Background: an optimization exercise with open tools, aiming at small area and a short achievable clock period. Do not read the settings as production practice. The RTL was checked by simulation tests, not by an equivalence proof against the original design. Power and IR drop assume default switching activity.

**flow/config.mk**
```make
export PLATFORM = sky130hd
export DESIGN_NAME = acc_channel_hub
export DESIGN_NICKNAME = acc_channel_hub
export VERILOG_FILES = /design/flow/design.v
export SDC_FILE = /design/flow/constraint.sdc
export NUM_CORES = 4
export LEC_CHECK = 0
export CAP_MARGIN = 20
export CORE_MARGIN = 2
export CORE_UTILIZATION = 40
export SLEW_MARGIN = 20
```
**flow/constraint.sdc**
```tcl
create_clock -name core_clock -period 5.0 [get_ports {clk_i}]
set_input_delay 1.0000 -clock core_clock [delete_from_list [all_inputs] [get_ports {clk_i}]]
set_output_delay 1.0000 -clock core_clock [all_outputs]
set_load 0.01 [all_outputs]
```
**flow/design.v**
```verilog
package acc_hub_pkg;
  typedef enum logic [1:0] {
    StIdle,
    StRun,
    StDone
  } hub_state_e;
  localparam int unsigned DefDw    = 32;
  localparam int unsigned DefDepth = 16;
  function automatic integer ptr_width(input integer depth);
    ptr_width = $clog2(depth) + 1;
  endfunction
endpackage
module sync_fifo #(
  parameter int unsigned Depth = acc_hub_pkg::DefDepth
) (
  input  logic             clk_i,
  input  logic             reset_i,
  input  logic             push_i,      
  input  logic             pop_i,       
  output logic             ld_din_o,    
  output logic             ld_body_o,   
  output logic             clr_o,       
  output logic [Depth-2:0] we_o,        
  output logic [Depth-2:0] rd_oh_o,
  output logic             empty_o,
  output logic             full_o,
  output logic             empty_d_o,   
  output logic             full_d_o
);
  localparam int unsigned BodyN = Depth - 1;
  logic [4:0]       n_q, n_d;
  logic [3:0]       wr_q;
  logic [BodyN-1:0] rd_q, wr_oh;
  logic             e_q, f_q, e_d, f_d;
  logic             one, fm1, bw;
  assign one = (n_q == 5'd1);
  assign fm1 = (n_q == 5'(Depth - 1));
  assign ld_din_o  = push_i & (e_q | (pop_i & one));
  assign ld_body_o = pop_i & ~one;
  assign clr_o     = pop_i & one & ~push_i;
  assign bw        = push_i & ~e_q & ~(pop_i & one);
  always_comb begin
    for (int r = 0; r < BodyN; r++) wr_oh[r] = (wr_q == 4'(r));
  end
  assign we_o = {BodyN{bw}} & wr_oh;
  assign e_d = e_q ? ~push_i : (one & pop_i & ~push_i);
  assign f_d = f_q ? ~pop_i  : (fm1 & push_i & ~pop_i);
  always_comb begin
    n_d = n_q;
    if (push_i & ~pop_i) n_d = n_q + 5'd1;
    if (pop_i & ~push_i) n_d = n_q - 5'd1;
  end
  always_ff @(posedge clk_i) begin
    if (reset_i) begin
      n_q  <= '0;
      wr_q <= '0;
      rd_q <= BodyN'(1);
      e_q  <= 1'b1;
      f_q  <= 1'b0;
    end else begin
      n_q <= n_d;
      e_q <= e_d;
      f_q <= f_d;
      if (bw)        wr_q <= (wr_q == 4'(BodyN - 1)) ? 4'd0 : wr_q + 4'd1;
      if (ld_body_o) rd_q <= {rd_q[BodyN-2:0], rd_q[BodyN-1]};
    end
  end
  assign rd_oh_o   = rd_q;
  assign empty_o   = e_q;
  assign full_o    = f_q;
  assign empty_d_o = e_d;
  assign full_d_o  = f_d;
endmodule
module acc_channel_hub #(
  parameter int unsigned NCh   = 2,
  parameter int unsigned Dw    = acc_hub_pkg::DefDw,
  parameter int unsigned Depth = acc_hub_pkg::DefDepth,
  parameter int unsigned CntW  = 16
) (
  input  logic              clk_i,
  input  logic              reset_i,
  input  logic              start_i,
  input  logic [2:0]        ch_sel_i,
  input  logic              bypass_i,
  input  logic [CntW-1:0]   word_count_i,
  input  logic              tx_valid_i,
  input  logic [Dw-1:0]     tx_data_i,
  output logic              tx_ready_o,
  output logic              rx_valid_o,
  output logic [Dw-1:0]     rx_data_o,
  input  logic              rx_ready_i,
  output logic              busy_o,
  output logic              done_o,
  output logic              err_sel_o,
  output logic [NCh-1:0]    acc_enable_o,
  input  logic [NCh-1:0]    acc_get_i,
  output logic [NCh*Dw-1:0] acc_data_out_o,
  output logic [NCh-1:0]    to_acc_empty_o,
  input  logic [NCh-1:0]    acc_put_i,
  input  logic [NCh*Dw-1:0] acc_data_in_i,
  output logic [NCh-1:0]    from_acc_full_o,
  output logic [NCh-1:0]    ovf_err_o
);
  localparam int unsigned BodyN = Depth - 1;
  logic            run_q, done_q, busy_q, err_q, ch_q, byp_q;
  logic [CntW-1:0] txr_q, rxr_q;           
  logic [1:0]      ovf_q, acc_en_q;
  logic            tx_ready_q, rx_valid_q;
  logic [1:0]      tcan_q;    
  logic [1:0]      fcan_q;    
  logic [1:0]      bhit_q;    
  logic [Dw-1:0]   head_a_q, head_b_q;     
  logic [Dw-1:0]   to_head_q [2];
  logic [BodyN-1:0][Dw-1:0] to_body_q   [2];
  logic [BodyN-1:0][Dw-1:0] from_body_q [2];
  logic [1:0] t_push, t_pop, t_ld_din, t_ld_body, t_clr, t_e, t_f, t_e_d, t_f_d;
  logic [1:0] f_push, f_pop, f_ld_din, f_ld_body, f_clr, f_e, f_f, f_e_d, f_f_d;
  logic [BodyN-1:0] t_we [2], t_rd [2], f_we [2], f_rd [2];
  logic [Dw-1:0] f_din [2];
  logic idle, sel_valid, job_start, rx_xfer;
  assign idle      = ~busy_q;
  assign sel_valid = (ch_sel_i[2:1] == 2'b00);
  assign job_start = idle & start_i & sel_valid;
  assign rx_xfer   = rx_ready_i & rx_valid_q;
  for (genvar c = 0; c < 2; c++) begin : g_ctl
    assign t_push[c] = tx_valid_i & tcan_q[c];
    assign t_pop[c]  = acc_get_i[c] & ~t_e[c];
    assign f_push[c] = bhit_q[c] ? (tx_valid_i & fcan_q[c]) : (acc_put_i[c] & ~f_f[c]);
    assign f_din[c]  = bhit_q[c] ? tx_data_i : acc_data_in_i[c*Dw +: Dw];
    assign f_pop[c]  = rx_xfer & (ch_q == c[0]);
    sync_fifo #(.Depth(Depth)) u_to_ctl (
      .clk_i, .reset_i, .push_i(t_push[c]), .pop_i(t_pop[c]),
      .ld_din_o(t_ld_din[c]), .ld_body_o(t_ld_body[c]), .clr_o(t_clr[c]), .we_o(t_we[c]),
      .rd_oh_o(t_rd[c]), .empty_o(t_e[c]), .full_o(t_f[c]),
      .empty_d_o(t_e_d[c]), .full_d_o(t_f_d[c]));
    sync_fifo #(.Depth(Depth)) u_from_ctl (
      .clk_i, .reset_i, .push_i(f_push[c]), .pop_i(f_pop[c]),
      .ld_din_o(f_ld_din[c]), .ld_body_o(f_ld_body[c]), .clr_o(f_clr[c]), .we_o(f_we[c]),
      .rd_oh_o(f_rd[c]), .empty_o(f_e[c]), .full_o(f_f[c]),
      .empty_d_o(f_e_d[c]), .full_d_o(f_f_d[c]));
  end
  logic [Dw-1:0] to_rd_data [2];
  logic [Dw-1:0] fr_rd_data [2];
  always_comb begin
    for (int c = 0; c < 2; c++) begin
      to_rd_data[c] = '0;
      fr_rd_data[c] = '0;
      for (int r = 0; r < BodyN; r++) begin
        to_rd_data[c] = to_rd_data[c] | ({Dw{t_rd[c][r]}} & to_body_q[c][r]);
        fr_rd_data[c] = fr_rd_data[c] | ({Dw{f_rd[c][r]}} & from_body_q[c][r]);
      end
    end
  end
  logic            run_d, done_d, ch_d, byp_d, txnz_d, busy_d;
  logic [1:0]      ovf_d;
  logic [Dw-1:0]   nh_a, nh_b;
  logic            sw;
  always_comb begin
    run_d  = run_q;
    done_d = 1'b0;
    ch_d   = ch_q;
    byp_d  = byp_q;
    txnz_d = (txr_q != '0);
    if (idle) begin
      if (job_start) begin
        ch_d   = ch_sel_i[0];
        byp_d  = bypass_i;
        run_d  = (word_count_i != '0);
        done_d = (word_count_i == '0);
        txnz_d = (word_count_i != '0);
      end
    end else if (run_q) begin
      if (tx_valid_i && tx_ready_q) txnz_d = (txr_q != CntW'(1));
      if (rx_xfer && (rxr_q == CntW'(1))) begin
        run_d  = 1'b0;
        done_d = 1'b1;
      end
    end
  end
  assign busy_d = run_d | done_d;
  always_comb begin
    for (int c = 0; c < 2; c++)
      ovf_d[c] = (ovf_q[c] | (~bhit_q[c] & acc_put_i[c] & f_f[c])) &
                 ~(job_start & (ch_sel_i[0] == c[0]));
  end
  logic ld_din_a, ld_body_a, clr_a, ld_din_b;
  assign ld_din_a  = ch_q ? f_ld_din[1]  : f_ld_din[0];
  assign ld_body_a = ch_q ? f_ld_body[1] : f_ld_body[0];
  assign clr_a     = ch_q ? f_clr[1]     : f_clr[0];
  assign ld_din_b  = ch_q ? f_ld_din[0]  : f_ld_din[1];
  always_comb begin
    if (ld_din_a)       nh_a = ch_q ? f_din[1] : f_din[0];
    else if (ld_body_a) nh_a = ch_q ? fr_rd_data[1] : fr_rd_data[0];
    else if (clr_a)     nh_a = '0;
    else                nh_a = head_a_q;
    if (ld_din_b)       nh_b = ch_q ? acc_data_in_i[0 +: Dw] : acc_data_in_i[Dw +: Dw];
    else                nh_b = head_b_q;
  end
  assign sw = job_start & (ch_sel_i[0] != ch_q);
  logic tx_ready_d;
  assign tx_ready_d = run_d & txnz_d & ~(byp_d ? f_f_d[ch_d] : t_f_d[ch_d]);
  always_ff @(posedge clk_i) begin
    if (reset_i) begin
      run_q      <= 1'b0;
      done_q     <= 1'b0;
      busy_q     <= 1'b0;
      err_q      <= 1'b0;
      ch_q       <= 1'b0;
      ovf_q      <= '0;
      acc_en_q   <= '0;
      tx_ready_q <= 1'b0;
      rx_valid_q <= 1'b0;
      tcan_q     <= '0;
      fcan_q     <= '0;
      bhit_q     <= '0;
      head_a_q   <= '0;
      head_b_q   <= '0;
    end else begin
      run_q      <= run_d;
      done_q     <= done_d;
      busy_q     <= busy_d;
      err_q      <= idle & start_i & ~sel_valid;
      ch_q       <= ch_d;
      ovf_q      <= ovf_d;
      acc_en_q   <= {run_d & ~byp_d & ch_d, run_d & ~byp_d & ~ch_d};
      tx_ready_q <= tx_ready_d;
      rx_valid_q <= run_d & ~f_e_d[ch_d];
      tcan_q     <= {tx_ready_d & ~byp_d & ch_d, tx_ready_d & ~byp_d & ~ch_d};
      fcan_q     <= {tx_ready_d &  byp_d & ch_d, tx_ready_d &  byp_d & ~ch_d};
      bhit_q     <= {busy_d & byp_d & ch_d, busy_d & byp_d & ~ch_d};
      head_a_q   <= sw ? nh_b : nh_a;
      head_b_q   <= sw ? nh_a : nh_b;
    end
  end
  always_ff @(posedge clk_i) begin
    byp_q <= byp_d;
    if (job_start) begin
      txr_q <= word_count_i;
      rxr_q <= word_count_i;
    end else begin
      if (tx_valid_i && tx_ready_q) txr_q <= txr_q - CntW'(1);
      if (rx_xfer)                  rxr_q <= rxr_q - CntW'(1);
    end
  end
  for (genvar c = 0; c < 2; c++) begin : g_data
    always_ff @(posedge clk_i) begin
      if (reset_i)               to_head_q[c] <= '0;
      else if (t_ld_din[c])      to_head_q[c] <= tx_data_i;
      else if (t_ld_body[c])     to_head_q[c] <= to_rd_data[c];
      else if (t_clr[c])         to_head_q[c] <= '0;
    end
    for (genvar r = 0; r < BodyN; r++) begin : g_row
      always_ff @(posedge clk_i) begin
        if (t_we[c][r]) to_body_q[c][r]   <= tx_data_i;
        if (f_we[c][r]) from_body_q[c][r] <= f_din[c];
      end
    end
  end
  assign tx_ready_o      = tx_ready_q;
  assign rx_valid_o      = rx_valid_q;
  assign rx_data_o       = head_a_q;
  assign busy_o          = busy_q;
  assign done_o          = done_q;
  assign err_sel_o       = err_q;
  assign acc_enable_o    = acc_en_q;
  assign acc_data_out_o  = {to_head_q[1], to_head_q[0]};
  assign to_acc_empty_o  = t_e;
  assign from_acc_full_o = f_f;
  assign ovf_err_o       = ovf_q;
endmodule
```
**flow/run.sh**
```bash
#!/bin/bash
# synth_recipe.tcl (not shown) runs the flow's synth.tcl, then flattens the netlist and writes it again
# the make line also repeats each setting of config.mk as NAME=value (left out here)
make -C /OpenROAD-flow-scripts/flow DESIGN_CONFIG=/design/flow/config.mk WORK_HOME=/design/flow/orfs CLKGATE_MAP_FILE= SYNTH_SCRIPT=/design/flow/synth_recipe.tcl finish
```
==> metrics.csv, run 1 <==
metric,value,unit
status,timing/DRC/antenna clean,
FMAX,0.273,GHz
crit path launch type,input port,
fin crit share,0.731,
Avg WL per Cell,30.5,um
DRT Wirelength,255,mm
worst-path fanout max,23,
Final TNS setup,0,ns
final setup vio count,0,
Die X,457,um
htree depth,4,
Post-DP HPWL,152,mm
I/O Pins,234,
Fin Clk Skew,0.0794,ns
worst path arrival time,4.21,ns
clock buffer depth,3,
GR Layer Usage met1,0.343,
grt total ovfl,0,
Skew-Pair Late Insertion Delay,0.88,ns
"area leader, netlist",edfxtp_1,
worst slew pin tran,1.14,ns
placed insts,7922,
Routed Antenna Nets,0,
sequential area share after synthesis,0.774,
top_reg_cell synth,edfxtp_1,
Post-synth ARST share,0,
max-slew violations,0,
layout cells sized above 1,0.129,
Rows,166,
critical path class,input port to register,
CTS tree,built,
DR vias/cell,6.15,
Leak,30.0,nW
All-Layer GR Usage,0.237,
critical path required time,5.56,ns
most frequent cell after synthesis,edfxtp_1,
"FF+latch count, synth",2202,
final core occ,0.469,
RSZ-0062 raised after global routing,false,
Period minus WS final,3.66,ns
distinct cell type count after synthesis,66,
clock root cell,clkbuf_16,
IO buf count,233,
post-synth top area share,0.713,
Min Hold Slack,0.458,ns
Post-Syn Instances,5191,
post-synthesis cell area,82200,um^2
GPL Wtd Cong,0.838,
Die Ht,457,um
M3 GR Usage,0.0369,
post_cts resized,0,
met2 usage,0.366,
Crit. End Element,register,
P&R area growth vs syn,16.6,%
GRT busiest layer,met2,
via count,51321,
core area,204000,um^2
non-filler instance count after layout,8350,
synth top area cells,"edfxtp_1 71%, dfxtp_1 6.1%, a22oi_1 5.3%",
slew margin rel.,0.236,
CTS Sinks,2202,
register area,63700,um^2
initial core utilization,0.402,
number of max-cap violations,0,
initial antenna violation count,12,
largest net degree at the start of global routing,136,
Die Area,209000,um^2
worst ir drop on vdd,0.000379,V
vias in the first global route,48851,
post-CTS setup buffers,0,
total CTS buffers,218,
Post-synth EDFFs,1952,
hold_buf cts,0,
initial DRC count,7243,
final hold violation count,0,
DRC errors left,0,
syn avg cell area,15.8,um^2
top cell types by occurrence after synthesis,"1,952 x edfxtp_1, 576 x a22oi_1, 355 x nand2_1, 333 x clkbuf_1, 289 x nor2_1",
first-pass GRT wire length,360,mm
nets,5603,
total power,38.0,mW
area of the multi-input gates,17500,um^2
syn nets,5340,
PD cells,396,nW/um^2
filler cell count,17361,
Pre-antenna DRT Iters,8,
Worst Hold Class,register to register,
clk slew on worst S/H paths,0.06,ns
Ys Warns,18,
==> sequential cells by signal (all words and copies together), names as in the netlist, 16 cells and up <==
name and flops:
head_a_q 32, to_head_q 64, to_body_q 960, head_b_q 32, rxr_q 16, g_ctl.u_from_ctl.rd_q 30, from_body_q 960, g_ctl.u_to_ctl.rd_q 30
txr_q 16
==> kinds of logic (layout without fill, tap and decap cells) <==
group,Yosys count,in the layout,synth area share
AO/OA/AOI/OAI,1400,1400,0.129
buffers and inverters,408,862,0.0192
flip-flops,2202,2202,0.774
other,0,17,0
XOR/XNOR,36,36,0.00384
adder cells (fa/ha/maj),24,24,0.00365
multiplexers,103,103,0.0137
AND/OR/NAND/NOR,1018,1018,0.0567
==> cell type report <==
cell class                 instances  share of cell area
antenna                           17            0.000444
sequential                      2202               0.664
timing repair buffer             419              0.0414
clock inverter                   108              0.0121
inverter                          32             0.00125
multi-input combinational       2581               0.182
clock buffer                     303              0.0634
tap                             2688              0.0351
==> report_power, final <==
group / switching, mW / internal [mW] / total, mW
Clock: 7.11 / 9.31 / 16.4
Sequential: 0.0969 / 20.1 / 20.2
Combinational: 0.909 / 0.389 / 1.30
Total: 8.12 / 29.8 / 38.0
==> worst max-delay path, stage by stage <==
cell	delay, ns
clkdlybuf4s50_1	0.59
and2_0	0.40
a31oi_1	0.79
and3_1	0.33
nand2b_1	0.27
nor2_4	0.50
buf_12	0.28
==> metal layers <==
layer / routed length [um] / up-vias / share of wire
met5: 0 / - / 0
met4: 8500 / 0 / 0.033
met3: 24100 / 420 / 0.095
met2: 116000 / 2996 / 0.45
met1: 106000 / 26389 / 0.42
li1: - / 21516 / -
==> layout by cell type, fill, tap and decap left out, drive strengths merged, types with 15 or more instances in the layout <==
master,synthesis,layout
buf,43,219
nand3,49,49
edfxtp,1952,1952
diode,0,17
ha,24,24
clkdlybuf4s50,0,200
bufinv,0,15
nand2b,21,21
inv,32,38
nand4,35,35
mux2,65,65
o21ai,18,18
clkbuf,333,303
a31oi,73,73
nor4,40,40
a221oi,192,192
nor3,99,99
a222oi,64,64
a211oi,38,38
a22o,128,128
a21oi,194,194
o32ai,65,65
dfxtp,250,250
and3,71,71
clkinv,0,82
o21a,31,31
nand2,357,357
mux2i,37,37
nor2,289,289
a22oi,576,576
xnor2,23,23
==> through the flow <==
step	area (um^2)	worst slack, ns
2_1_floorplan	82200	0.190
3_3_place_gp	88600	0.640
3_5_place_dp	88600	0.610
4_1_cts	95800	1.53
5_1_grt	95800	1.34
6_report	95900	1.34
==> worst paths after layout <==
kind,from,to,slack [ns],cells past startpoint
setup / recovery,rx_ready_i,from_body_q[1][222],1.34,7
hold / removal,g_ctl[1].u_to_ctl.rd_q[13],g_ctl[1].u_to_ctl.rd_q[14],0.46,2
hold reg to reg,g_ctl[1].u_to_ctl.rd_q[13],g_ctl[1].u_to_ctl.rd_q[14],0.46,2
setup reg to reg,g_ctl[1].u_from_ctl.n_q[1],from_body_q[1][222],1.64,8
==> run 2, diff against run 1 <==
--- a/flow/config.mk
+++ b/flow/config.mk
@@ -9,3 +9,4 @@
 export CORE_MARGIN = 2
 export CORE_UTILIZATION = 40
+export SETUP_SLACK_MARGIN = 2.0
 export SLEW_MARGIN = 20
==> metrics.csv, run 2 <==
metric,value,unit
status,timing/DRC/antenna clean,
Leak,30.2,nW
sequential area share after synthesis,0.774,
Min Hold Slack,0.505,ns
RSZ-0062 raised after global routing,true,
crit path launch type,input port,
"FF+latch count, synth",2202,
Die Ht,457,um
synth top area cells,"edfxtp_1 71%, dfxtp_1 6.1%, a22oi_1 5.3%",
CTS tree,built,
CP Capture Point,from_body_q[0][470],
PD cells,395,nW/um^2
clock buffer depth,3,
"area leader, netlist",edfxtp_1,
DRT Wirelength,256,mm
Internal Power,30.0,mW
FMAX,0.336,GHz
core area,204000,um^2
worst ir drop on vdd,0.000396,V
Die Area,209000,um^2
Clock power frac,0.435,
Avg WL per Cell,30.5,um
pre-CTS setup slack,0.994,ns
Final TNS setup,0,ns
most frequent cell after synthesis,edfxtp_1,
worst-path fanout max,32,
All-Layer GR Usage,0.239,
switching power share of the total,0.214,
Pre-antenna DRT Iters,9,
final hold violation count,0,
Die X,457,um
placed insts,7912,
top cell types by occurrence after synthesis,"1,952 x edfxtp_1, 576 x a22oi_1, 355 x nand2_1, 333 x clkbuf_1, 289 x nor2_1",
Post-Syn Instances,5191,
R2R Path Start,ch_q,
post-synth top area share,0.713,
critical path required time,5.47,ns
total power,38.1,mW
nets,5633,
initial core utilization,0.402,
Sw Pwr,8.15,mW
worst path arrival time,3.45,ns
"most common cell after layout, fill and taps aside",edfxtp_1,
sequential power share,0.531,
Crit. End Element,register,
reg2reg setup slack,2.06,ns
slew margin rel.,0.221,
non-filler instance count after layout,8388,
Fin Clk Skew,0.0656,ns
DRC errors left,0,
clock root cell,clkbuf_16,
CTS Sinks,2202,
clk slew on worst S/H paths,0.07,ns
Ys Warns,18,
GPL Wtd Cong,0.847,
worst reg-to-reg path cell count,8,
Critical Path Start,tx_valid_i,
setup ws final,2.02,ns
I/O Pins,234,
P&R area growth vs syn,17.3,%
syn avg cell area,15.8,um^2
IO buf count,233,
via count,51226,
number of max-cap violations,0,
Worst Hold Class,register to register,
dpl cell area,88600,um^2
first-pass GRT wire length,362,mm
Skew-Pair Late Insertion Delay,0.88,ns
Post-DP HPWL,151,mm
distinct cell type count after synthesis,66,
FF-to-FF End,head_a_q[27],
syn nets,5340,
worst slew pin tran,1.17,ns
Period minus WS final,2.98,ns
combinational power share,0.034,
layout cells sized above 1,0.139,
post-synthesis cell area,82200,um^2
top_reg_cell synth,edfxtp_1,
vias in the first global route,49299,
initial DRC count,6762,
Post-synth ARST share,0,
htree depth,4,
Post-synth EDFFs,1952,
critical path class,input port to register,
DR vias/cell,6.11,
largest net degree at the start of global routing,66,
Routed Antenna Nets,0,
final setup vio count,0,
Rows,166,
biggest regs,"from_body_q (960), to_body_q (960), to_head_q (64)",
final core occ,0.472,
total CTS buffers,220,
post-route cell area,96400,um^2
hold_buf cts,0,
grt total ovfl,0,
max-slew violations,0,
fin crit share,0.595,
most frequent cells in the layout,"1,952 x edfxtp_1, 576 x a22oi_1, 350 x nand2_1, 243 x nor2_1, 222 x clkbuf_16",
initial antenna violation count,16,
## run 2: worst min-delay path by stage
stage,from,end,slack (ns),depth (start not counted)
2_1_floorplan,head_b_q[30],head_b_q[30],0.47,2
3_3_place_gp,to_head_q[1][20],to_head_q[1][20],0.49,2
3_5_place_dp,g_ctl[1].u_from_ctl.rd_q[2],g_ctl[1].u_from_ctl.rd_q[3],0.49,2
4_1_cts,reset_i,to_head_q[1][29],0.44,2
5_1_grt,reset_i,to_head_q[1][29],0.49,2
6_report,g_ctl[1].u_from_ctl.rd_q[2],g_ctl[1].u_from_ctl.rd_q[3],0.50,2
## run 2: repair_timing
| item | in CTS | in global routing |
|---|---|---|
| pin swaps | 7 | 5 |
| setup endpoints to repair | 511 | 668 |
| gates resized for setup | 29 | 22 |
| setup buffers | 18 | 20 |
## run 2: cell families after synthesis
family,after synthesis,share of synthesized area
flops,2202,0.774
compound gates,1400,0.129
simple gates,1018,0.0567
buf+inv,408,0.0192
mux,103,0.0137
xor+xnor,36,0.00384
fa+ha+maj,24,0.00365
## run 2: power by group through the flow
stage	clock [mW]	sequential (mW)	combinational (mW)
after floorplan	0	20.6	0.551
after global placement	0	20.6	1.27
after detailed placement	0	20.6	1.29
after CTS	16.8	20.2	1.30
after global routing	17.5	20.2	1.38
final	16.6	20.2	1.30
## run 2: metal layers
layer  track usage  routed length (um)  up-vias  part of all wire
met5             0                  31        -           0.00012
met4        0.0868                9560        4             0.037
met3        0.0387               23700      411             0.092
met2         0.377              119000     2807              0.46
met1         0.333              104000    26438              0.41
li1              -                   -    21566                 -
## run 2: cell type report
cell class                      count  area [um^2]
Antenna cell                       19         47.5
Sequential cell                  2202        63700
Timing Repair Buffer              447         4130
Inverter                           32          120
Clock inverter                    141         1500
Fill cell                       17260       108000
Clock buffer                      278         5820
Tap cell                         2688         3360
Multi-Input combinational cell   2581        17800
## run 2: critical path, stage by stage
cell and delay (ns):
clkdlybuf4s50_1 0.46, buf_4 0.31, nand3_1 0.23, o21ai_4 0.21, nand4_1 0.45, nor2_4 0.22, buf_4 0.52
==> run 3, diff against run 2 <==
==> flow/flow/run.sh (new file) <==
#!/bin/bash
# Standard ORFS layout, with the ports buffered by buf_4 cells instead of the
# slow delay-buffer cell buffer_ports picks by default.
set -euo pipefail
export BUFFER_PORTS_ARGS="-buffer_cell sky130_fd_sc_hd__buf_4"
bash standard.sh > flow_standard.log 2>&1
==> flow/standard.sh (new file) <==
#!/bin/bash
# synth_recipe.tcl (not shown) runs the flow's synth.tcl, then flattens the netlist and writes it again
# the make line also repeats each setting of config.mk as NAME=value (left out here)
make -C /OpenROAD-flow-scripts/flow DESIGN_CONFIG=/design/flow/config.mk WORK_HOME=/design/flow/orfs CLKGATE_MAP_FILE= SYNTH_SCRIPT=/design/flow/synth_recipe.tcl "${@:-finish}"
--- a/flow/config.mk
+++ b/flow/config.mk
@@ -9,4 +9,4 @@
 export CORE_MARGIN = 2
 export CORE_UTILIZATION = 40
-export SETUP_SLACK_MARGIN = 2.0
+export SETUP_SLACK_MARGIN = 2.3
 export SLEW_MARGIN = 20
removed: flow/run.sh
==> metrics.csv, run 3 <==
metric,value,unit
most frequent cell after synthesis,edfxtp_1,
PD cells,395,nW/um^2
vias in the first global route,49150,
clock buffer depth,3,
CTS Sinks,2202,
XOR/XNOR share of the synthesized area,0.00384,
P&R area growth vs syn,17.8,%
Ys Warns,18,
combinational power share,0.034,
top cell types by occurrence after synthesis,"1,952 x edfxtp_1, 576 x a22oi_1, 355 x nand2_1, 333 x clkbuf_1, 289 x nor2_1",
Die Area,209000,um^2
largest net degree at the start of global routing,112,
Post-DP HPWL,148,mm
CTS tree,built,
Synth Area in Adders,0.00365,
Internal Power,30.0,mW
first-pass GRT wire length,363,mm
nets,5661,
Die X,457,um
setup ws final,2.23,ns
clk slew on worst S/H paths,0.06,ns
Post-Synth Simple-Gate Area,0.0567,
compound-gate portion of the synthesized area,0.129,
Leak,30.8,nW
critical path required time,5.69,ns
All-Layer GR Usage,0.240,
biggest regs,"from_body_q (960), to_body_q (960), to_head_q (64)",
"area leader, netlist",edfxtp_1,
post-route cell area,96800,um^2
Routed Antenna Nets,0,
worst path arrival time,3.46,ns
final core occ,0.474,
Fin Clk Skew,0.0632,ns
clock root cell,clkbuf_16,
Period minus WS final,2.77,ns
Rows,166,
status,timing/DRC/antenna clean,
hold_buf cts,0,
GPL Wtd Cong,0.831,
IO buf count,233,
wire length on met3,25.8,mm
FMAX,0.360,GHz
critical path class,register to register,
filler cell count,17220,
final hold violation count,0,
post-synth top area share,0.713,
mux contribution to synthesized area,0.0137,
syn avg cell area,15.8,um^2
WL met1,106,mm
DRT Wirelength,260,mm
crit path launch type,register,
Avg WL per Cell,30.9,um
max-slew violations,0,
initial antenna violation count,11,
distinct cell type count after synthesis,66,
htree depth,4,
I/O Pins,234,
fin crit share,0.555,
Worst Hold Class,input port to register,
initial core utilization,0.402,
synth top area cells,"edfxtp_1 71%, dfxtp_1 6.1%, a22oi_1 5.3%",
largest family of logic cells by synthesized area,compound AO/OA/AOI/OAI gates,
grt total ovfl,0,
worst slew pin tran,1.16,ns
RSZ-0062 raised after global routing,true,
dpl cell area,87900,um^2
Pre-antenna DRT Iters,6,
Clock power frac,0.437,
slew margin rel.,0.223,
Min Hold Slack,0.400,ns
core area,204000,um^2
worst-path fanout max,20,
"FF+latch count, synth",2202,
pre-CTS setup slack,1.13,ns
switching power share of the total,0.214,
layout cells sized above 1,0.185,
"most common cell after layout, fill and taps aside",edfxtp_1,
post-synthesis cell area,82200,um^2
initial DRC count,7412,
Final TNS setup,0,ns
Skew-Pair Late Insertion Delay,0.88,ns
highest routed layer,met4,
via count,51810,
syn nets,5340,
Die Ht,457,um
sequential power share,0.529,
met2 wire len,119,mm
Post-synth ARST share,0,
Sw Pwr,8.18,mW
Post-Syn Instances,5191,
worst ir drop on vdd,0.000380,V
top_reg_cell synth,edfxtp_1,
number of max-cap violations,0,
most frequent cells in the layout,"1,952 x edfxtp_1, 576 x a22oi_1, 400 x buf_4, 344 x nand2_1, 243 x nor2_1",
DRC errors left,0,
sequential area share after synthesis,0.774,
DR vias/cell,6.16,
Crit. End Element,register,
total CTS buffers,217,
final setup vio count,0,
Post-synth EDFFs,1952,
==> run 3: cell count changes in the layout (fill, tap and decap cells not counted), sizes merged, moves of 3 or more <==
cell           previous run  this run
buf                     247       461
dlygate4sd2               3         0
clkdlybuf4s50           196         0
clkinv                  107        93
clkbuf                  278       292
nor2                    289       295
clkinvlp                  7        11
diode                    19        13
==> run 3: kinds of logic (layout without fill, tap and decap cells) <==
group	after synthesis	in the layout
other	0	13
XOR/XNOR	36	36
buffers and inverters	408	918
AND/OR/NAND/NOR	1018	1024
multiplexers	103	103
flip-flops	2202	2202
adder cells (fa/ha/maj)	24	24
AO/OA/AOI/OAI	1400	1401
==> run 3: cell type report <==
cell class                 count  area [um^2]  area share
clock buffer                 284         5910      0.0611
sequential                  2202        63700       0.658
timing repair buffer         470         4230      0.0437
timing repair inverter         1         7.51   0.0000775
antenna                       13         32.5    0.000336
tap                         2688         3360      0.0347
multi-input combinational   2588        18000       0.186
clock inverter               131         1500      0.0154
inverter                      32          124     0.00128
==> run 3: layer usage <==
metal  up-vias  global-route usage
met5         -                   0
met4         0              0.0839
met3       375              0.0428
met2      3016               0.370
met1     26792               0.341
li1      21627                   -
==> run 3: power groups by stage <==
stage / registers (mW) / logic (mW) / clock network [mW]
after floorplan: 20.6 / 0.553 / 0
after CTS: 20.2 / 1.26 / 16.9
after global routing: 20.2 / 1.36 / 17.6
after global placement: 20.6 / 1.21 / 0
after detailed placement: 20.6 / 1.24 / 0
final: 20.2 / 1.28 / 16.7
==> run 3: path summary, 6_finish.rpt <==
kind	startpoint	to	slack [ns]	depth (start not counted)
min reg2reg	byp_q	byp_q	0.51	2
min	start_i	err_q	0.40	3
max reg2reg	ch_q	head_a_q[22]	2.23	7
max	ch_q	head_a_q[22]	2.23	7
==> run 3: through the flow <==
step	power [mW]	instances
CTS	38.4	8367
global placement	21.8	7887
detailed placement	21.9	7888
finish	38.2	8409
global route	39.2	8401
floorplan	21.1	5191
==> run 3: worst max-delay path, cell delays in order, from the launching register on <==
cell	delay, ns
dfxtp_4	0.47
buf_4	0.31
a21oi_1	0.19
nand4_1	0.15
nor3_1	0.83
nor3_1	0.13
a211oi_1	0.36
o32ai_1	0.13
==> run 3: repair_timing <==
| item | in CTS | in global routing |
|---|---|---|
| pin swaps | 29 | 14 |
| gates resized for setup | 55 | 62 |
| endpoints found under the setup margin | 1622 | 954 |
| buffers inserted | 56 | 18 |
| gates cloned | 8 | 10 |
| endpoints found under the hold margin | 0 | 0 |
==> run 4, diff against run 3 <==
--- a/flow/config.mk
+++ b/flow/config.mk
@@ -9,4 +9,7 @@
 export CORE_MARGIN = 2
 export CORE_UTILIZATION = 40
-export SETUP_SLACK_MARGIN = 2.3
+export CTS_BUF_LIST = sky130_fd_sc_hd__clkbuf_16
+export CTS_CLUSTER_DIAMETER = 80
+export CTS_CLUSTER_SIZE = 24
+export SETUP_SLACK_MARGIN = 2.4
 export SLEW_MARGIN = 20
==> metrics.csv, run 4 <==
metric,value,unit
vias in the first global route,48308,
top cell types by occurrence after synthesis,"1,952 x edfxtp_1, 576 x a22oi_1, 355 x nand2_1, 333 x clkbuf_1, 289 x nor2_1",
final setup vio count,0,
Pre-antenna DRT Iters,6,
setup ws final,2.43,ns
critical path class,register to register,
nets,5573,
clk slew on worst S/H paths,0.10,ns
worst path arrival time,3.21,ns
slew margin rel.,0.258,
PD cells,339,nW/um^2
final hold violation count,0,
Leak,29.2,nW
filler cell count,17652,
Die Area,209000,um^2
"FF+latch count, synth",2202,
FMAX,0.390,GHz
Post-synth ARST share,0,
critical path required time,5.64,ns
Period minus WS final,2.57,ns
Worst Hold Class,input port to register,
I/O Pins,234,
syn nets,5340,
max-slew violations,0,
GR Layer Usage met1,0.345,
P&R area growth vs syn,13.4,%
Fin Clk Skew,0.0726,ns
Die X,457,um
CTS tree,built,
crit path launch type,register,
top_reg_cell synth,edfxtp_1,
All-Layer GR Usage,0.237,
synth top area cells,"edfxtp_1 71%, dfxtp_1 6.1%, a22oi_1 5.3%",
Post-DP HPWL,147,mm
Post-synth EDFFs,1952,
DRC errors left,0,
core area,204000,um^2
most frequent cells in the layout,"1,952 x edfxtp_1, 576 x a22oi_1, 396 x buf_4, 343 x nand2_1, 240 x nor2_1",
worst-path fanout max,18,
CTS Sinks,2202,
via count,50831,
met2 usage,0.366,
Final TNS setup,0,ns
DR vias/cell,6.19,
IO buf count,233,
initial core utilization,0.402,
total CTS buffers,108,
worst ir drop on vdd,0.000317,V
status,timing/DRC/antenna clean,
syn avg cell area,15.8,um^2
fin crit share,0.513,
number of max-cap violations,0,
sequential area share after synthesis,0.774,
htree depth,3,
M3 GR Usage,0.0362,
Post-Syn Instances,5191,
GRT busiest layer,met2,
Avg WL per Cell,31.2,um
most frequent cell after synthesis,edfxtp_1,
Routed Antenna Nets,0,
first-pass GRT wire length,359,mm
distinct cell type count after synthesis,66,
Rows,166,
Skew-Pair Late Insertion Delay,0.83,ns
largest net degree at the start of global routing,126,
initial antenna violation count,11,
Ys Warns,18,
worst slew pin tran,1.11,ns
layout cells sized above 1,0.163,
post-synthesis cell area,82200,um^2
pre-CTS setup slack,1.32,ns
total power,31.6,mW
post-synth top area share,0.713,
Die Ht,457,um
clock root cell,clkbuf_16,
GPL Wtd Cong,0.829,
"most common cell after layout, fill and taps aside",edfxtp_1,
DRT Wirelength,256,mm
initial DRC count,7529,
"area leader, netlist",edfxtp_1,
RSZ-0062 raised after global routing,true,
grt total ovfl,0,
clock buffer depth,3,
biggest regs,"from_body_q (960), to_body_q (960), to_head_q (64)",
Crit. End Element,register,
hold_buf cts,0,
-- run 4: through the flow --
step                      cells   util  instance area [um^2]  hold WS (ns)
after floorplan            5191      -                 82900         0.473
final                      8207  0.456                 93200         0.452
after global placement     7883  0.430                 87800         0.484
after detailed placement   7886  0.430                 87900         0.485
after global routing       8206  0.456                 93200         0.417
after CTS                  8171  0.453                 92500         0.386
-- run 4: layout make-up --
class,instances,area [um^2],area share
clock inverter,93,638,0.00685
clock buffer,109,2730,0.0293
antenna,3,7.51,0.0000805
timing repair buffer,492,4600,0.0494
timing repair inverter,1,7.51,0.0000805
sequential,2202,63700,0.683
inverter,32,124,0.00133
multi-input combinational,2587,18000,0.194
tap,2688,3360,0.0361
-- run 4: layer usage --
layer  up-vias  routed length (um)
met3       328               23700
met4         0                7930
met5         -                   0
li1      21320                   -
met2      2740              117000
met1     26443              107000
-- run 4: worst max-delay path: stages, from the launching register on --
cell      delay, ns
dfxtp_2        0.48
buf_4          0.29
a22oi_1        0.20
nand2_1        0.09
nor3_1         0.69
nor3_1         0.16
a211oi_1       0.34
o32ai_1        0.14
-- run 4: final timing paths --
check             cells after the start                      endpoint                          from  slack [ns]
setup / recovery                      7                  head_b_q[23]   g_ctl[0].u_from_ctl.rd_q[1]        2.43
hold / removal                        3                         err_q                       start_i        0.45
setup reg to reg                      7                  head_b_q[23]   g_ctl[0].u_from_ctl.rd_q[1]        2.43
hold reg to reg                       2  g_ctl[0].u_from_ctl.rd_q[14]  g_ctl[0].u_from_ctl.rd_q[14]        0.51
-- run 4: kinds of logic (layout without fill, tap and decap cells) --
group	after synthesis	count (layout)	synth area share
AOI/OAI and AO/OA	1400	1401	0.129
adders and majority gates	24	24	0.00365
and+or+nand+nor	1018	1023	0.0567
DFF	2202	2202	0.774
muxes	103	103	0.0137
xor gates and xnor gates	36	36	0.00384
other	0	3	0
buffers and inverters	408	727	0.0192
-- run 4: what timing repair did --
| item | CTS | global route |
|---|---|---|
| buffers inserted | 75 | 26 |
| gates cloned | 8 | 7 |
| setup endpoints to repair | 1859 | 998 |
| pin swaps | 37 | 17 |
| gates resized for setup | 85 | 76 |
-- run 4: report_power, final --
group	total, mW	switching (mW)	internal [mW]
clock	10.1	5.92	4.15
sequential	20.2	0.0970	20.1
combinational	1.29	0.913	0.374
total	31.6	6.93	24.6
==> run 5, diff against run 4 <==
==> flow/flow/run.sh (replaced) <==
#!/bin/bash
# Standard ORFS layout, with the ports buffered by buf_2 cells instead of the
# slow delay-buffer cell buffer_ports picks by default.
set -euo pipefail
export BUFFER_PORTS_ARGS="-buffer_cell sky130_fd_sc_hd__buf_2"
bash standard.sh > flow_standard.log 2>&1
--- a/flow/config.mk
+++ b/flow/config.mk
@@ -10,6 +10,6 @@
 export CORE_UTILIZATION = 40
 export CTS_BUF_LIST = sky130_fd_sc_hd__clkbuf_16
-export CTS_CLUSTER_DIAMETER = 80
-export CTS_CLUSTER_SIZE = 24
-export SETUP_SLACK_MARGIN = 2.4
+export CTS_CLUSTER_DIAMETER = 90
+export CTS_CLUSTER_SIZE = 27
+export SETUP_SLACK_MARGIN = 2.7
 export SLEW_MARGIN = 20
==> metrics.csv, run 5 <==
metric,value,unit
first-pass GRT wire length,379,mm
crit path launch type,register,
Routed Antenna Nets,0,
total CTS buffers,98,
"most common cell after layout, fill and taps aside",edfxtp_1,
Post-Syn Instances,5191,
CTS tree,built,
Critical Path Start,g_ctl[0].u_from_ctl.n_q[1],
DR vias/cell,6.42,
Rows,166,
slew margin rel.,0.227,
initial antenna violation count,16,
initial core utilization,0.402,
Fin Clk Skew,0.0770,ns
Post-synth EDFFs,1952,
most frequent cells in the layout,"1,952 x edfxtp_1, 576 x a22oi_1, 340 x nand2_1, 239 x nor2_1, 237 x buf_4",
critical path required time,5.54,ns
GPL Wtd Cong,0.835,
DRT Wirelength,290,mm
synth top area cells,"edfxtp_1 71%, dfxtp_1 6.1%, a22oi_1 5.3%",
hold_sp,start_i,
post-synthesis cell area,82200,um^2
Crit. End Element,register,
FMAX,0.398,GHz
Avg WL per Cell,33.9,um
IO buf count,233,
status,timing/DRC/antenna clean,
I/O Pins,234,
PD cells,314,nW/um^2
Die Ht,457,um
Skew-Pair Late Insertion Delay,0.84,ns
Die X,457,um
layout cells sized above 1,0.256,
clk slew on worst S/H paths,0.11,ns
largest net degree at the start of global routing,129,
Leak,32.2,nW
Period minus WS final,2.51,ns
grt total ovfl,0,
sequential area share after synthesis,0.774,
syn nets,5340,
Die Area,209000,um^2
RSZ-0062 raised after global routing,true,
vias in the first global route,49754,
Ys Warns,18,
filler cell count,16629,
All-Layer GR Usage,0.252,
worst-path fanout max,7,
"FF+latch count, synth",2202,
R2R Path Start,g_ctl[0].u_from_ctl.n_q[1],
Final TNS setup,0,ns
DRC errors left,0,
core area,204000,um^2
top cell types by occurrence after synthesis,"1,952 x edfxtp_1, 576 x a22oi_1, 355 x nand2_1, 333 x clkbuf_1, 289 x nor2_1",
Worst Hold Class,input port to register,
non-filler instance count after layout,8540,
worst slew pin tran,1.16,ns
final core occ,0.494,
placed insts,7905,
"area leader, netlist",edfxtp_1,
clock root cell,clkbuf_16,
initial DRC count,9458,
fin crit share,0.502,
worst path arrival time,3.05,ns
via count,54831,
hold_buf cts,0,
Post-DP HPWL,154,mm
final setup vio count,0,
most frequent cell after synthesis,edfxtp_1,
post-synth top area share,0.713,
htree depth,3,
P&R area growth vs syn,22.7,%
max-slew violations,0,
number of max-cap violations,0,
Post-synth ARST share,0,
syn avg cell area,15.8,um^2
final hold violation count,0,
CTS Sinks,2202,
biggest regs,"from_body_q (960), to_body_q (960), to_head_q (64)",
clock buffer depth,3,
top_reg_cell synth,edfxtp_1,
critical path class,register to register,
Pre-antenna DRT Iters,6,
nets,5906,
worst ir drop on vdd,0.000294,V
distinct cell type count after synthesis,66,
==> run 5: kinds of logic after synthesis <==
logic type / share of synthesized area
AO/OA/AOI/OAI: 0.129
XOR/XNOR: 0.00384
adder cells (fa/ha/maj): 0.00365
buffers and inverters: 0.0192
flip-flops: 0.774
multiplexers: 0.0137
AND/OR/NAND/NOR: 0.0567
==> run 5: layer usage <==
layer,GRT usage,wire length (um),vias up
met5,0,41,-
met4,0.0799,11200,6
met3,0.0404,35700,535
met2,0.389,131000,3966
met1,0.364,112000,28308
li1,-,-,22016
==> run 5: worst max-delay path, stage by stage (launching register included) <==
cell and delay [ns]:
dfxtp_2 0.35, inv_2 0.05, ha_4 0.14, nor4b_4 0.14
buf_12 0.14, a21oi_4 0.18, buf_6 0.14, buf_6 0.10
nand4_1 0.17, buf_6 0.23, nor3_4 0.21, buf_12 0.16
buf_12 0.12, buf_12 0.14
==> run 5: cell type report <==
| class | instances | area [um^2] | area share |
|---|---|---|---|
| repair inverters | 1 | 7.51 | 0.0000744 |
| diodes | 13 | 32.5 | 0.000323 |
| multi-input cells | 2588 | 19200 | 0.190 |
| clock buffers | 100 | 2500 | 0.0248 |
| clock inverters | 82 | 597 | 0.00592 |
| repair buffers | 834 | 11000 | 0.109 |
| well taps | 2688 | 3360 | 0.0333 |
| inverters | 32 | 126 | 0.00125 |
| flip-flops and latches | 2202 | 64000 | 0.635 |
==> run 5: path summary, 6_finish.rpt <==
kind | end | slack [ns] | depth (start not counted)
worst max register to register | from_body_q[0][283] | 2.49 | 13
worst min-delay path | err_q | 0.49 | 3
worst max-delay path | from_body_q[0][283] | 2.49 | 13
worst min register to register | to_head_q[0][5] | 0.52 | 2
==> run 5: what timing repair did <==
item | 4_1_cts | 5_1_grt
gates resized for setup | 614 | 285
setup endpoints to repair | 2188 | 1984
pin swaps | 85 | 111
buffers inserted | 224 | 85
cloned | 54 | 77
==> run 5: power breakdown <==
part	switching (mW)	internal [mW]
combinational	1.11	0.593
clock	5.93	3.86
sequential	0.116	20.1
==> run 5: metrics by stage <==
| step | hold WS [ns] | instance area, um^2 | setup WS (ns) | power, mW |
|---|---|---|---|---|
| 3_3_place_gp | 0.485 | 87500 | 1.18 | 21.8 |
| 3_5_place_dp | 0.498 | 87700 | 1.14 | 21.9 |
| 6_report | 0.487 | 101000 | 2.49 | 31.7 |
| 5_1_grt | 0.483 | 101000 | 2.45 | 32.4 |
| 4_1_cts | 0.394 | 96700 | 2.59 | 31.5 |
| 2_1_floorplan | 0.473 | 83100 | 1.78 | 21.2 |
==> run 6, diff against run 5 <==
--- a/flow/config.mk
+++ b/flow/config.mk
@@ -12,4 +12,5 @@
 export CTS_CLUSTER_DIAMETER = 90
 export CTS_CLUSTER_SIZE = 27
-export SETUP_SLACK_MARGIN = 2.7
+export SETUP_SLACK_MARGIN = 3.0
 export SLEW_MARGIN = 20
+export TNS_END_PERCENT = 0
==> metrics.csv, run 6 <==
metric,value,unit
Die Area,209000,um^2
hold_sp,start_i,
fin crit share,0.496,
worst reg-to-reg path cell count,7,
post-route cell area,93800,um^2
worst path arrival time,3.12,ns
clk slew on worst S/H paths,0.10,ns
Post-DP HPWL,150,mm
Routed Antenna Nets,0,
DR vias/cell,6.24,
R2R Path Start,g_ctl[1].u_from_ctl.rd_q[2],
worst ir drop on vdd,0.000297,V
status,timing/DRC/antenna clean,
most frequent cells in the layout,"1,952 x edfxtp_1, 576 x a22oi_1, 347 x nand2_1, 245 x nor2_1, 225 x buf_2",
number of max-cap violations,0,
Period minus WS final,2.48,ns
top cell types by occurrence after synthesis,"1,952 x edfxtp_1, 576 x a22oi_1, 355 x nand2_1, 333 x clkbuf_1, 289 x nor2_1",
RSZ-0062 raised after global routing,true,
Crit. End Element,register,
initial antenna violation count,17,
PD cells,337,nW/um^2
via count,51424,
hold path depth,3,
htree depth,3,
Skew-Pair Late Insertion Delay,0.80,ns
total power,31.6,mW
Internal Power,24.5,mW
critical path class,register to register,
syn nets,5340,
most frequent cell after synthesis,edfxtp_1,
Fin Clk Skew,0.0697,ns
All-Layer GR Usage,0.243,
final hold violation count,0,
switching power share of the total,0.223,
layout cells sized above 1,0.186,
FMAX,0.403,GHz
total CTS buffers,102,
combinational power share,0.045,
Rows,166,
DRC errors left,0,
pre-CTS setup slack,1.14,ns
vias in the first global route,48441,
grt total ovfl,0,
IO buf count,233,
distinct cell type count after synthesis,66,
syn avg cell area,15.8,um^2
post-synthesis cell area,82200,um^2
clock buffer depth,3,
Post-synth ARST share,0,
Post-Syn Instances,5191,
CTS Sinks,2202,
synth top area cells,"edfxtp_1 71%, dfxtp_1 6.1%, a22oi_1 5.3%",
"FF+latch count, synth",2202,
filler cell count,17470,
final setup vio count,0,
initial DRC count,7642,
DRT Wirelength,262,mm
clock root cell,clkbuf_16,
Ys Warns,18,
max-slew violations,0,
nets,5610,
Post-synth EDFFs,1952,
Worst Hold Class,input port to register,
Die X,457,um
setup ws final,2.52,ns
CTS tree,built,
crit path launch type,register,
dpl cell area,87400,um^2
slew margin rel.,0.237,
top_reg_cell synth,edfxtp_1,
Clock power frac,0.316,
"most common cell after layout, fill and taps aside",edfxtp_1,
largest net degree at the start of global routing,75,
critical path required time,5.64,ns
Sw Pwr,7.06,mW
P&R area growth vs syn,14.1,%
sequential area share after synthesis,0.774,
Leak,29.5,nW
"area leader, netlist",edfxtp_1,
biggest regs,"from_body_q (960), to_body_q (960), to_head_q (64)",
hold_buf cts,0,
reg2reg setup slack,2.52,ns
final core occ,0.459,
worst slew pin tran,1.14,ns
first-pass GRT wire length,366,mm
post-synth top area share,0.713,
initial core utilization,0.402,
hold endpoint,err_q,
Avg WL per Cell,31.8,um
Die Ht,457,um
FF-to-FF End,head_a_q[4],
worst-path fanout max,19,
core area,204000,um^2
I/O Pins,234,
sequential power share,0.639,
Pre-antenna DRT Iters,8,
Final TNS setup,0,ns
GPL Wtd Cong,0.830,
-- run 6: worst max path at each step --
stage	start	to	slack, ns
after detailed placement	tx_valid_i	to_body_q[1][231]	1.14
after floorplan	rx_ready_i	from_body_q[1][0]	1.76
after global routing	g_ctl[0].u_from_ctl.n_q[1]	head_a_q[26]	2.52
after CTS	busy_q	busy_o	2.60
after global placement	tx_valid_i	to_body_q[1][255]	1.17
final	g_ctl[1].u_from_ctl.rd_q[2]	head_a_q[4]	2.52
-- run 6: power groups by stage --
stage          Combinational (mW)  Sequential, mW  Clock, mW
2_1_floorplan               0.548            20.6          0
4_1_cts                      1.38            20.2       10.1
5_1_grt                      1.48            20.2       10.7
3_5_place_dp                 1.21            20.6          0
6_report                     1.41            20.2       10.0
3_3_place_gp                 1.19            20.6          0
-- run 6: worst max-delay path, cell delays in order (launching register included) --
cell,delay (ns)
dfxtp_2,0.49
buf_4,0.32
a22oi_1,0.24
nand2_1,0.11
nor4_2,0.52
nor3_1,0.19
a211oi_1,0.30
o32ai_1,0.14
-- run 6: repair_timing --
action	CTS	global route
pin swaps	68	10
buffers inserted	111	2
resized for setup	320	25
gates cloned	28	0
endpoints found under the setup margin	2320	2289
-- run 6: area by class of cell --
| cell class | count | area [um^2] | share of cell area |
|---|---|---|---|
| Timing Repair Buffer | 537 | 4900 | 0.0522 |
| Clock buffer | 104 | 2600 | 0.0278 |
| Tap cell | 2688 | 3360 | 0.0359 |
| Sequential cell | 2202 | 63900 | 0.681 |
| Antenna cell | 9 | 22.5 | 0.000240 |
| Inverter | 32 | 125 | 0.00133 |
| Clock inverter | 88 | 677 | 0.00722 |
| Multi-Input combinational cell | 2586 | 18200 | 0.194 |
-- run 6: routing by layer --
| metal | wire, um | vias to the layer above | track usage |
|---|---|---|---|
| met1 | 106000 | 26572 | 0.344 |
| met2 | 119000 | 3038 | 0.379 |
| met3 | 26700 | 388 | 0.0391 |
| met4 | 10700 | 6 | 0.0910 |
| li1 | - | 21420 | - |
| met5 | 34 | - | 0 |
-- run 6: per-stage QoR --
step	std cells	hold slack (ns)
2_1_floorplan	5191	0.473
3_3_place_gp	7903	0.461
3_5_place_dp	7903	0.460
4_1_cts	8234	0.405
5_1_grt	8239	0.469
6_report	8246	0.479
-- run 6: logic make-up (layout without fill, tap and decap cells) --
| logic type | Yosys count | after routing | share of synthesized area |
|---|---|---|---|
| muxes | 103 | 103 | 0.0137 |
| buffers and inverters | 408 | 761 | 0.0192 |
| and+or+nand+nor | 1018 | 1023 | 0.0567 |
| xor gates and xnor gates | 36 | 36 | 0.00384 |
| other | 0 | 9 | 0 |
| DFF | 2202 | 2202 | 0.774 |
| AOI/OAI and AO/OA | 1400 | 1400 | 0.129 |
| adders and majority gates | 24 | 24 | 0.00365 |
==> run 7, diff against run 6 <==
--- a/flow/design.v
+++ b/flow/design.v
@@ -43,5 +43,5 @@
     for (int r = 0; r < BodyN; r++) wr_oh[r] = (wr_q == 4'(r));
   end
-  assign we_o = {BodyN{bw}} & wr_oh;
+  assign we_o = {BodyN{push_i}} & wr_oh;
   assign e_d = e_q ? ~push_i : (one & pop_i & ~push_i);
   assign f_d = f_q ? ~pop_i  : (fm1 & push_i & ~pop_i);
==> metrics.csv, run 7 <==
metric,value,unit
Die X,457,um
XOR/XNOR share of the synthesized area,0.00405,
layout cells sized above 1,0.168,
GPL Wtd Cong,0.870,
R2R Path Start,g_ctl[1].u_to_ctl.rd_q[7],
Ys Warns,18,
FF-to-FF End,to_head_q[1][17],
register area,63800,um^2
post-synthesis cell area,82200,um^2
Rows,166,
distinct cell type count after synthesis,57,
sequential area share after synthesis,0.774,
Fin Clk Skew,0.0391,ns
FMAX,0.419,GHz
biggest regs,"from_body_q (960), to_body_q (960), to_head_q (64)",
final hold violation count,0,
mux contribution to synthesized area,0.0139,
top cell types by occurrence after synthesis,"1,952 x edfxtp_1, 586 x a22oi_1, 362 x nand2_1, 337 x clkbuf_1, 279 x nor2_1",
Period minus WS final,2.39,ns
via count,50853,
initial antenna violation count,21,
initial DRC count,7130,
combinational power share,0.047,
vias in the first global route,48011,
worst slew pin tran,1.15,ns
slew margin rel.,0.233,
number of max-cap violations,0,
filler cell count,17550,
worst path arrival time,3.10,ns
core area,205000,um^2
DRT Wirelength,262,mm
area of the multi-input gates,18400,um^2
Avg WL per Cell,32.1,um
syn avg cell area,15.8,um^2
"FF+latch count, synth",2202,
Post-DP HPWL,152,mm
dpl cell area,87200,um^2
Clock power frac,0.302,
most frequent cell after synthesis,edfxtp_1,
reg2reg setup slack,2.61,ns
PD cells,338,nW/um^2
most frequent cells in the layout,"1,952 x edfxtp_1, 586 x a22oi_1, 355 x nand2_1, 238 x nor2_1, 227 x buf_2",
worst ir drop on vdd,0.000265,V
Sw Pwr,6.87,mW
I/O Pins,234,
hold_buf cts,0,
Die Ht,457,um
Worst Hold Class,register to register,
CTS Sinks,2202,
Internal Power,24.3,mW
critical path class,register to register,
All-Layer GR Usage,0.241,
IO buf count,233,
Die Area,209000,um^2
post-route cell area,92300,um^2
total CTS buffers,95,
clock buffer depth,3,
max-slew violations,0,
nets,5539,
largest net degree at the start of global routing,101,
Skew-Pair Late Insertion Delay,0.77,ns
Synth Area in Adders,0.00365,
Final TNS setup,0,ns
CP Capture Point,to_head_q[1][17],
RSZ-0062 raised after global routing,true,
total power,31.2,mW
syn nets,5359,
clock root cell,clkbuf_16,
fin crit share,0.477,
crit path launch type,register,
post-synth top area share,0.713,
DR vias/cell,6.22,
clk slew on worst S/H paths,0.11,ns
CTS tree,built,
switching power share of the total,0.220,
Crit. End Element,register,
Post-synth ARST share,0,
"most common cell after layout, fill and taps aside",edfxtp_1,
htree depth,3,
final setup vio count,0,
grt total ovfl,0,
Post-Syn Instances,5210,
Critical Path Start,g_ctl[1].u_to_ctl.rd_q[7],
Routed Antenna Nets,0,
top_reg_cell synth,edfxtp_1,
critical path required time,5.71,ns
Post-Synth Simple-Gate Area,0.0567,
worst-path fanout max,26,
sequential power share,0.651,
worst reg-to-reg path cell count,7,
status,timing/DRC/antenna clean,
initial core utilization,0.402,
DRC errors left,0,
Post-synth EDFFs,1952,
Pre-antenna DRT Iters,8,
first-pass GRT wire length,364,mm
compound-gate portion of the synthesized area,0.129,
Leak,28.8,nW
largest family of logic cells by synthesized area,compound AO/OA/AOI/OAI gates,
P&R area growth vs syn,12.3,%
synth top area cells,"edfxtp_1 71%, dfxtp_1 6.1%, a22oi_1 5.3%",
"area leader, netlist",edfxtp_1,
==> run 7: cells by family (layout without fill, tap and decap cells) <==
kind of cell / Yosys count / after routing
AND/OR/NAND/NOR: 1021 / 1029
other: 0 / 15
flip-flops: 2202 / 2202
AO/OA/AOI/OAI: 1407 / 1408
buffers and inverters: 412 / 664
multiplexers: 106 / 106
adder cells (fa/ha/maj): 24 / 24
XOR/XNOR: 38 / 38
==> run 7: how the worst min path moves through the flow <==
stage                                      startpoint                           to  slack (ns)  cells past startpoint
final                     g_ctl[1].u_from_ctl.rd_q[7]  g_ctl[1].u_from_ctl.rd_q[8]        0.45                      2
after global routing                          start_i                        err_q        0.49                      2
after CTS                                     start_i                        err_q        0.44                      2
after detailed placement  g_ctl[1].u_from_ctl.rd_q[0]  g_ctl[1].u_from_ctl.rd_q[1]        0.45                      2
after global placement    g_ctl[1].u_from_ctl.rd_q[0]  g_ctl[1].u_from_ctl.rd_q[1]        0.45                      2
after floorplan                          head_b_q[30]                 head_b_q[30]        0.47                      2
==> run 7: critical path, stage by stage, from the launching register on <==
cell      delay [ns]
dfxtp_1         0.68
buf_4           0.54
a22o_1          0.20
a221oi_1        0.04
and3_1          0.22
a31oi_1         0.42
a221oi_1        0.10
nor2_1          0.13
==> run 7: per-layer routing <==
layer | global-route usage | vias up | part of all wire
li1 | - | 21298 | -
met1 | 0.329 | 26487 | 0.39
met2 | 0.381 | 2657 | 0.47
met3 | 0.0320 | 407 | 0.084
met4 | 0.122 | 4 | 0.057
met5 | 0 | - | 0.00010
==> run 7: layout make-up <==
type,instances,share of cell area
Antenna cell,15,0.000407
Clock buffer,97,0.0263
Clock inverter,81,0.00520
Inverter,31,0.00131
Multi-Input combinational cell,2605,0.200
Sequential cell,2202,0.691
Tap cell,2688,0.0364
Timing Repair Buffer,455,0.0391
==> run 7: power by group through the flow <==
| stage | registers, mW | logic (mW) | clock network (mW) |
|---|---|---|---|
| 2_1_floorplan | 20.6 | 0.616 | 0 |
| 3_3_place_gp | 20.7 | 1.28 | 0 |
| 3_5_place_dp | 20.7 | 1.31 | 0 |
| 4_1_cts | 20.3 | 1.37 | 9.53 |
| 5_1_grt | 20.3 | 1.54 | 10.1 |
| 6_report | 20.3 | 1.47 | 9.42 |
==> run 7: stage by stage <==
step	hold WS [ns]	worst slack (ns)	std cells	util
global route	0.494	2.59	8167	0.451
detailed placement	0.448	1.26	7903	0.426
CTS	0.436	2.60	8144	0.448
global placement	0.447	1.37	7902	0.426
finish	0.446	2.61	8174	0.451
floorplan	0.473	1.92	5210	-
==> run 7: what timing repair did <==
item / 4_1_cts / 5_1_grt
pin swaps: 30 / 18
gates cloned: 11 / 6
resized for setup: 211 / 111
buffers inserted: 52 / 9
setup endpoints to repair: 2297 / 2298
==> run 8, diff against run 7 <==
--- a/flow/config.mk
+++ b/flow/config.mk
@@ -13,4 +13,4 @@
 export CTS_CLUSTER_SIZE = 27
 export SETUP_SLACK_MARGIN = 3.0
-export SLEW_MARGIN = 20
+export SLEW_MARGIN = 50
 export TNS_END_PERCENT = 0
==> metrics.csv, run 8 <==
metric,value,unit
status,timing/DRC/antenna clean,
clock root cell,clkbuf_16,
critical path required time,4.00,ns
initial antenna violation count,19,
max-slew violations,0,
syn nets,5359,
Avg WL per Cell,31.6,um
crit path launch type,register,
Leak,28.7,nW
area of the multi-input gates,18300,um^2
Final TNS setup,0,ns
worst ir drop on vdd,0.000293,V
number of max-cap violations,0,
CP Cell Sequence,buf_2,
Routed Antenna Nets,0,
final hold violation count,0,
core area,205000,um^2
crit-path leading delay family,flip-flops,
met2 wire len,119,mm
final setup vio count,0,
wire length on met3,21.8,mm
CTS tree,built,
Crit. End Element,output pin,
most frequent cell after synthesis,edfxtp_1,
combinational power share,0.046,
All-Layer GR Usage,0.238,
biggest regs,"from_body_q (960), to_body_q (960), to_head_q (64)",
CP peak stage delay,0.45,ns
total CTS buffers,95,
highest routed layer,met5,
FMAX,0.420,GHz
worst path arrival time,1.38,ns
Sw Pwr,6.82,mW
layout cells sized above 1,0.167,
Period minus WS final,2.38,ns
GPL Wtd Cong,0.870,
via count,50458,
filler cell count,17557,
WL met1,102,mm
nets,5536,
sequential area share after synthesis,0.774,
Crit-path slowest cell,dfxtp_2,
"FF+latch count, synth",2202,
Critical Path Start,head_a_q[7],
RSZ-0062 raised after global routing,true,
DRT Wirelength,258,mm
Die Area,209000,um^2
grt total ovfl,0,
Rows,166,
clock buffer depth,3,
PD cells,337,nW/um^2
Die X,457,um
post-route cell area,92100,um^2
switching power share of the total,0.220,
most frequent cells in the layout,"1,952 x edfxtp_1, 586 x a22oi_1, 355 x nand2_1, 237 x nor2_1, 219 x buf_2",
P&R area growth vs syn,12.1,%
critical path class,register to output pin,
Clock power frac,0.301,
hold_sp,g_ctl[1].u_from_ctl.rd_q[7],
DR vias/cell,6.17,
DRC errors left,0,
initial DRC count,7459,
CTS Sinks,2202,
worst-path fanout max,2,
initial core utilization,0.402,
worst slew pin tran,0.809,ns
fin crit share,0.476,
Post-Syn Instances,5210,
Internal Power,24.2,mW
register area,63900,um^2
largest net degree at the start of global routing,85,
"area leader, netlist",edfxtp_1,
slew margin rel.,0.457,
top_reg_cell synth,edfxtp_1,
Post-DP HPWL,154,mm
dpl cell area,87800,um^2
Post-synth EDFFs,1952,
R2R Path Start,g_ctl[1].u_to_ctl.wr_q[2],
Die Ht,457,um
CP bufs+invs,1,
vias in the first global route,47980,
Ys Warns,18,
Worst Hold Class,register to register,
Pre-antenna DRT Iters,6,
syn avg cell area,15.8,um^2
post-synthesis cell area,82200,um^2
I/O Pins,234,
"most common cell after layout, fill and taps aside",edfxtp_1,
distinct cell type count after synthesis,57,
Skew-Pair Late Insertion Delay,0.78,ns
top cell types by occurrence after synthesis,"1,952 x edfxtp_1, 586 x a22oi_1, 362 x nand2_1, 337 x clkbuf_1, 279 x nor2_1",
Fin Clk Skew,0.0429,ns
first-pass GRT wire length,360,mm
post-synth top area share,0.713,
htree depth,3,
sequential power share,0.653,
IO buf count,233,
Post-synth ARST share,0,
synth top area cells,"edfxtp_1 71%, dfxtp_1 6.1%, a22oi_1 5.3%",
clk slew on worst S/H paths,0.11,ns
-- run 8: logic make-up (layout without fill, tap and decap cells) --
family,count (synthesis),after routing,share of synthesized area
buffers and inverters,412,666,0.0194
and+or+nand+nor,1021,1022,0.0567
AOI/OAI and AO/OA,1407,1408,0.129
DFF,2202,2202,0.774
adders and majority gates,24,24,0.00365
muxes,106,106,0.0139
other,0,18,0
xor gates and xnor gates,38,38,0.00405
-- run 8: power by group through the flow --
| stage | logic, mW | registers [mW] | clock network (mW) |
|---|---|---|---|
| floorplan | 0.616 | 20.6 | 0 |
| global placement | 1.28 | 20.7 | 0 |
| detailed placement | 1.32 | 20.7 | 0 |
| CTS | 1.35 | 20.3 | 9.46 |
| global route | 1.51 | 20.3 | 10.0 |
| finish | 1.44 | 20.3 | 9.34 |
-- run 8: path summary, 6_finish.rpt --
kind                                       to  slack [ns]  depth (start not counted)
setup / recovery                 rx_data_o[7]        2.62                          1
hold / removal    g_ctl[1].u_from_ctl.rd_q[8]        0.45                          2
setup reg to reg            to_body_q[1][249]        2.68                          3
hold reg to reg   g_ctl[1].u_from_ctl.rd_q[8]        0.45                          2
-- run 8: cell type report --
type | count | area share
sequential | 2202 | 0.693
clock buffer | 96 | 0.0261
timing repair buffer | 459 | 0.0393
multi-input combinational | 2598 | 0.198
antenna | 18 | 0.000489
inverter | 31 | 0.00129
clock inverter | 80 | 0.00505
tap | 2688 | 0.0365
-- run 8: stage by stage --
stage / util / worst slack (ns) / power (mW) / hold slack (ns) / cells
global placement: 0.426 / 1.37 / 22.0 / 0.447 / 7902
finish: 0.450 / 2.62 / 31.1 / 0.453 / 8172
global route: 0.450 / 2.60 / 31.8 / 0.495 / 8163
CTS: 0.446 / 2.56 / 31.1 / 0.444 / 8131
detailed placement: 0.429 / 1.33 / 22.0 / 0.448 / 7926
floorplan: - / 1.92 / 21.3 / 0.473 / 5210
-- run 8: worst register-to-register path: stages, from the launching register on --
cell and delay, ns:
dfxtp_1 0.72, nand2b_1 0.42, nor2_4 0.16, buf_4 0.59
-- run 8: metal layers --
| metal | vias to the layer above | GRT usage |
|---|---|---|
| li1 | 21287 | - |
| met1 | 26104 | 0.322 |
| met2 | 2676 | 0.372 |
| met3 | 389 | 0.0326 |
| met4 | 2 | 0.132 |
| met5 | - | 0 |
-- run 8: timing repair --
item,4_1_cts,5_1_grt
setup buffers,26,19
hold buffers,0,0
endpoints found under the setup margin,2268,2266
hold endpoints to repair,0,0
pin swaps,18,11
resized for setup,109,146
gates cloned,3,4

## separate check: timing with driven ports
The flow's constraints put no driver on any port. The routed layouts listed below were extracted and timed again, unchanged, in two steps. Step 1 (the two cells are an assumption about what drives the block):
set clk [get_ports {clk_i}]
set_driving_cell -lib_cell sky130_fd_sc_hd__clkbuf_16 $clk
set_driving_cell -lib_cell sky130_fd_sc_hd__buf_2 [delete_from_list [all_inputs] $clk]
Step 2 also shifts input and output timing later by t, the mid clock arrival at the registers, as if the neighbouring blocks saw the same clock. Slacks: no drivers / after step 1 / after step 2; pairs: no drivers / after step 1.
run | shift t [ns] | slack for setup (ns) | worst setup path after step 2 | latest minus earliest clock arrival (ns) | worst slew at a driven data input, ns
run 1 | 0.923 | 1.343 / 1.403 / 0.480 | input to register | 0.083 / 0.083 | 0.09
run 2 | 0.932 | 2.023 / 1.955 / 1.141 | input to register | 0.066 / 0.066 | 0.15
run 3 | 0.932 | 2.226 / 2.226 / 1.622 | input to register | 0.067 / 0.067 | 0.14
run 4 | 0.883 | 2.434 / 2.427 / 1.649 | input to register | 0.076 / 0.075 | 0.15
run 5 | 0.879 | 2.488 / 2.488 / 1.752 | input to register | 0.089 / 0.089 | 0.19
run 6 | 0.857 | 2.522 / 2.522 / 1.777 | input to register | 0.075 / 0.074 | 0.11
run 7 | 0.842 | 2.613 / 2.533 / 1.737 | input to register | 0.051 / 0.050 | 0.21
run 8 | 0.840 | 2.620 / 2.535 / 1.875 | input to register | 0.050 / 0.050 | 0.22
After both steps every run listed still meets setup and hold. For run 2, which loses most, drivers alone change the setup slack by -0.068 ns; drivers and shift together by -0.882 ns.
